This is an optimization exercise on Yosys and OpenROAD, whose aim is small area, not a production implementation. Function not checked in this run: the RTL went through the layout flow alone. No activity file was given, so power comes from the tool's default toggle rates.

<file path="flow/config.mk">
export PLATFORM = sky130hd
export DESIGN_NAME = ray_gen
export DESIGN_NICKNAME = ray_gen
export VERILOG_FILES = /design/flow/design.v
export SDC_FILE = /design/flow/constraint.sdc
export NUM_CORES = 4
export LEC_CHECK = 0
export CAP_MARGIN = 20
export CORE_MARGIN = 2
export CORE_UTILIZATION = 40
export SLEW_MARGIN = 20
</file>
<file path="flow/design.v">
package ray_pkg;
  typedef logic signed [31:0] fip32_t;
  typedef fip32_t [0:2] vec3_t;
  typedef vec3_t [0:1] ray_t;
  localparam fip32_t FIP_ONE = 32'sh0001_0000;
  typedef enum logic {
    IDLE = 1'b0,
    RUN  = 1'b1
  } state_t;
endpackage
module fip_32_adder (
  input  logic signed [31:0] a,
  input  logic signed [31:0] b,
  output logic signed [31:0] sum,
  output logic               overflow
);
  assign sum = a + b;
  assign overflow = (a[31] == b[31]) && (sum[31] != a[31]);
endmodule
module ray_gen_vec3_add
(
  input  logic signed [0:2][31:0] a,
  input  logic signed [0:2][31:0] b,
  output logic signed [0:2][31:0] sum,
  output logic                    overflow
);
  logic [2:0] comp_ovf;
  for (genvar c = 0; c < 3; c++) begin : g_comp
    fip_32_adder u_add (
      .a        (a[c]),
      .b        (b[c]),
      .sum      (sum[c]),
      .overflow (comp_ovf[c])
    );
  end
  assign overflow = |comp_ovf;
endmodule
module ray_gen
#(
  parameter int WIDTH  = 320,
  parameter int HEIGHT = 240
) (
  input  logic                            clk,
  input  logic                            reset,
  input  logic                            i_start,
  input  logic signed [0:2][31:0]         i_eye,
  input  logic signed [0:2][31:0]         i_base,
  input  logic signed [0:2][31:0]         i_du,
  input  logic signed [0:2][31:0]         i_dv,
  output logic signed [0:1][0:2][31:0]    o_ray,
  output logic                            o_valid,
  input  logic                            i_ready,
  output logic [$clog2(WIDTH+1)-1:0]      o_px,
  output logic [$clog2(HEIGHT+1)-1:0]     o_py,
  output logic                            o_last,
  output logic                            o_busy,
  output logic                            o_done,
  output logic                            o_overflow
);
  localparam int PXW = $clog2(WIDTH + 1);
  localparam int PYW = $clog2(HEIGHT + 1);
  localparam logic [PXW-1:0] PX_LAST = PXW'(WIDTH - 1);
  localparam logic [PYW-1:0] PY_LAST = PYW'(HEIGHT - 1);
  ray_pkg::state_t state;
  ray_pkg::vec3_t  eye_q;
  ray_pkg::vec3_t  du_q;
  ray_pkg::vec3_t  dv_q;
  ray_pkg::vec3_t  dir_q;
  ray_pkg::vec3_t  row_base_q;
  ray_pkg::vec3_t  dir_step;
  ray_pkg::vec3_t  row_step;
  logic   du_ovf;
  logic   dv_ovf;
  ray_gen_vec3_add u_add_du (
    .a        (dir_q),
    .b        (du_q),
    .sum      (dir_step),
    .overflow (du_ovf)
  );
  ray_gen_vec3_add u_add_dv (
    .a        (row_base_q),
    .b        (dv_q),
    .sum      (row_step),
    .overflow (dv_ovf)
  );
  assign o_ray[0] = eye_q;
  assign o_ray[1] = dir_q;
  always_ff @(posedge clk or posedge reset) begin
    if (reset) begin
      state      <= ray_pkg::IDLE;
      eye_q      <= '0;
      du_q       <= '0;
      dv_q       <= '0;
      dir_q      <= '0;
      row_base_q <= '0;
      o_px       <= '0;
      o_py       <= '0;
      o_valid    <= 1'b0;
      o_busy     <= 1'b0;
      o_done     <= 1'b0;
      o_last     <= 1'b0;
      o_overflow <= 1'b0;
    end else begin
      o_done <= 1'b0;
      case (state)
        ray_pkg::IDLE: begin
          if (i_start) begin
            eye_q      <= i_eye;
            du_q       <= i_du;
            dv_q       <= i_dv;
            dir_q      <= i_base;
            row_base_q <= i_base;
            o_px       <= '0;
            o_py       <= '0;
            o_overflow <= 1'b0;
            o_last     <= (WIDTH == 1) && (HEIGHT == 1);
            o_valid    <= 1'b1;
            o_busy     <= 1'b1;
            state      <= ray_pkg::RUN;
          end
        end
        ray_pkg::RUN: begin
          if (i_ready) begin
            if (o_last) begin
              o_valid <= 1'b0;
              o_busy  <= 1'b0;
              o_done  <= 1'b1;
              state   <= ray_pkg::IDLE;
            end else if (o_px != PX_LAST) begin
              dir_q      <= dir_step;
              o_px       <= o_px + 1'b1;
              o_overflow <= o_overflow | du_ovf;
              o_last     <= ((o_px + 1'b1) == PX_LAST) && (o_py == PY_LAST);
            end else begin
              row_base_q <= row_step;
              dir_q      <= row_step;
              o_px       <= '0;
              o_py       <= o_py + 1'b1;
              o_overflow <= o_overflow | dv_ovf;
              o_last     <= (WIDTH == 1) && ((o_py + 1'b1) == PY_LAST);
            end
          end
        end
        default: state <= ray_pkg::IDLE;
      endcase
    end
  end
endmodule
</file>
<file path="flow/constraint.sdc">
create_clock -name core_clock -period 5.0 [get_ports {clk}]
set_input_delay 1.0000 -clock core_clock [delete_from_list [all_inputs] [get_ports {clk}]]
set_output_delay 1.0000 -clock core_clock [all_outputs]
set_load 0.01 [all_outputs]
</file>
<file path="flow/run.sh">
#!/bin/bash
# synth_recipe.tcl (not shown) runs the flow's synth.tcl, then flattens the netlist and writes it again
# the make line also repeats each setting of config.mk as NAME=value (left out here)
make -C /OpenROAD-flow-scripts/flow DESIGN_CONFIG=/design/flow/config.mk WORK_HOME=/design/flow/orfs CLKGATE_MAP_FILE= SYNTH_SCRIPT=/design/flow/synth_recipe.tcl finish
</file>
==> results.txt <==
per-layer routing:
layer | vias up | part of all wire [%] | track usage (%)
li1 | 13700 | - | -
met1 | 13400 | 43 | 38.2
met2 | 1022 | 45 | 44.4
met3 | 230 | 7.4 | 6.14
met4 | 10 | 4.3 | 11.6
met5 | - | 0.056 | 0
Yosys cell counts (all sizes together) (4+ instances only):
cell type	instances	area, sq um
o21a	31	233
buf	26	106
and4	8	70.1
a21oi	255	1280
a21o	107	806
inv	50	188
fa	6	120
o21ai	248	1240
dfrtp	502	12600
or2	10	62.6
a22oi	11	82.6
o21bai	19	143
and3	25	156
mux2i	43	430
o31ai	17	138
nand4	22	138
nor3	39	200
xnor2	106	928
nand3	47	235
nor4	7	43.8
o31a	5	43.8
nor2	204	766
nand2b	14	87.6
a211oi	39	303
o22ai	24	150
o221ai	6	52.6
nor2b	31	201
o311ai	4	42.6
nand2	1142	4290
a31oi	44	282
o211ai	26	195
a311oi	5	50.0
nor3b	5	37.5
xor2	62	543
a21boi	5	37.5
o41ai	6	52.6
or3	15	93.8
a221o	8	81.3
a211o	9	78.8
a221oi	22	205
clkbuf	159	597
ha	189	2360
where the power goes:
group / total, mW / switching, mW / internal, mW
Clock: 4.67 / 1.85 / 2.82
Combinational: 7.83 / 4.15 / 3.68
Sequential: 5.69 / 0.848 / 4.84
Total: 18.2 / 6.84 / 11.3
state kept, by name, indices dropped and copies added (netlist names), 8 cells and up:
signal and flops:
o_px 9, o_py 8, dir_q 96, du_q 96
row_base_q 96, eye_q 96, dv_q 96
cell type report:
class,instances,area [sq um]
clock buffer,87,1750
multi-input combinational,2920,16800
clock inverter,22,322
tap,969,1210
timing repair buffer,638,6410
antenna,5,12.5
inverter,50,193
sequential,502,12600
fill,7149,35300
worst paths after layout:
check,to,from,slack [ns],depth (start not counted)
hold / removal,eye_q[91],eye_q[91],0.47,2
min in group asynchronous,row_base_q[80],reset,0.93,2
setup / recovery,row_base_q[53],o_px[0],1.33,9
hold reg to reg,eye_q[91],eye_q[91],0.47,2
setup reg to reg,row_base_q[53],o_px[0],1.33,9
max in group asynchronous,du_q[33],reset,2.93,3
worst max-delay path, delay by kind of cell (launching register included):
| family | cells | cell delay (ns) |
|---|---|---|
| AND/OR/NAND/NOR | 5 | 2.06 |
| flip-flops | 1 | 0.43 |
| buffers and inverters | 1 | 0.31 |
| AO/OA/AOI/OAI | 2 | 0.31 |
| adder cells (fa/ha/maj) | 1 | 0.29 |
kinds of logic (layout without fill, tap and decap cells):
group           Yosys count  after routing  synth area share (%)
compound gates          928            928                  19.3
xor+xnor                168            168                  4.87
fa+ha+maj               195            195                  8.23
buf+inv                 235            797                  2.95
flops                   502            502                  41.6
mux                      45             45                  1.50
other cells               0              5                     0
simple gates           1584           1584                  21.5
through the flow:
step	setup TNS, ns	cell area, sq um	util, %	setup slack, ns
detailed placement	0	37200	49.9	1.39
global route	0	39300	52.7	1.07
floorplan	-1411.85	30200	-	-2.81
global placement	0	37200	49.9	1.46
finish	0	39300	52.7	1.33
CTS	0	39300	52.7	1.39
layout by cell type, fill, tap and decap left out, drive strengths merged, types with 7 or more instances in the layout:
cell type      instances
nand2               1142
clkdlybuf4s50        601
dfrtp                502
a21oi                255
o21ai                248
nor2                 204
ha                   189
a21o                 107
xnor2                106
clkbuf                87
xor2                  62
inv                   48
nand3                 47
a31oi                 44
mux2i                 43
nor3                  39
a211oi                39
buf                   37
o21a                  31
nor2b                 31
o211ai                26
and3                  25
o22ai                 24
nand4                 22
a221oi                22
o21bai                19
o31ai                 17
or3                   15
nand2b                14
clkinv                12
a22oi                 11
or2                   10
a211o                  9
and4                   8
bufinv                 8
a221o                  8
nor4                   7
==> impl_results.md <==
- Unrepaired setup endpoints after global routing: no
- 1st-iter DRT viols: 2196
- Max incr delay on CP: 0.95 ns
- Hold WS: 0.471 ns
- Post-synth EDFFs: 0
- IO Pins: 602
- Root Buffer: clkbuf_16
- WL/cell: 21.8 um
- Predominant post-synthesis flop cell: dfrtp_1
- Sequential area share after synthesis: 41.6%
- CP Cell Sequence: ha_1 > and3_1 > nand3_1 > or3_2 > nand2_1 > nand2_4 > buf_12 > a21oi_1 > a21oi_1
- Largest net degree at the start of global routing: 194
- Leak: 18.7 nW
- Antenna Nets Post-Route: 0
- CP Launch Type: flop
- Hold Vio Cnt, Final: 0
- Gr ovfl total: 0
- CTS tree: yes
- Placed insts: 5079
- Worst Path Max Fanout: 80
- Vias per inst: 5.46
- Max-slew headroom: 26.6%
- Setup bufs post-CTS: 0
- Crit path DAT: 4.18 ns
- Total Routing Usage GR: 28.4%
- Synth Cell Area: 30200 sq um
- Worst setup EP type: flop
- Slew Limit Fails: 0
- Asr flop ratio synth: 100%
- Setup CP Type: reg -> reg
- Synth warn: 1
- WL final: 113000 um
- GPL Wtd Cong: 0.947
- Cells after Synth: 3657
- Clock tree sinks: 502
- Effective utilization at floorplan: 40.5%
- Clock Latency Late Sink: 0.63 ns
- CTS Buffer Depth: 3
- Layout Nets: 4753
- Die height: 279 um
- Share of layout cells above drive strength 1: 4.22%
- Register bit total from synthesis: 502
- Top cell by count, worst path: a21oi_1
- Final setup fails: 0
- Worst IR Drop VDD: 343 uV
- PD cells: 463 nW/um^2
- Status: timing/DRC/antenna clean
- First-pass GRT wire length: 169000 um
- Vias in the first global route: 27300
- Total power: 18.2 mW
- Syn_area_per_cell: 8.26 sq um
- # DRC: 0
- Final period util: 73.4%
- Row count: 100
- Core area: 74600 sq um
- # hold bufs at CTS: 0
- Synthesis-to-layout area growth: 30.0%
- Maxcap violations: 0
- Initial DRT Pass Iterations: 6
- Peak Freq: 273 MHz
- Post-synth cell types: 87
- Period minus WS final: 3.67 ns
- Post-synth net total: 4240
- Clk pin slew, worst setup/hold paths: 0.06 ns
- Area of the die: 77700 sq um
- Final Instance Count excl. Fillers: 5193
- Die width: 279 um
- IO Port Bufs: 601
- H-tree levels: 2
- Hold Path Class: reg -> reg
- Slowest CP cell: or3_2
- Post-cts resize count: 0
- Vias: 28300
- Post-DP HPWL: 83300 um
- CP required: 5.51 ns
- TritonCTS buffer count: 58
- Worst Skew: 0.0255 ns
- Worst Tran Pin Value: 1.10 ns
- Initial antenna violation count: 11

==> static timing again, ports no longer ideal <==
The flow's constraints put no driver on any port. The routed layout listed below was extracted and timed again, unchanged, in two steps. Step 1 assumes that a clkbuf_16 drives the clock port and a buf_2 every other input. Step 2 moves the port delays by t, midway between the first and last clock arrival at a register: inputs arrive t later, outputs are due t later. That takes back most of the time a late clock gives input paths. Three values: ideal, step 1, step 2; two values: the first two.
t (ns): 0.689
setup WS [ns]: 1.331 / 1.331 / 1.331
hold slack, ns: 0.471 / 0.471 / 0.471
clock arrival spread, ns: 0.029 / 0.028
slew at the worst register clock pin (ns): 0.07 / 0.07
After both steps this run still meets setup and hold. The setup slack of this run moves by 0.000 ns with the drivers and by 0.000 ns with both steps.
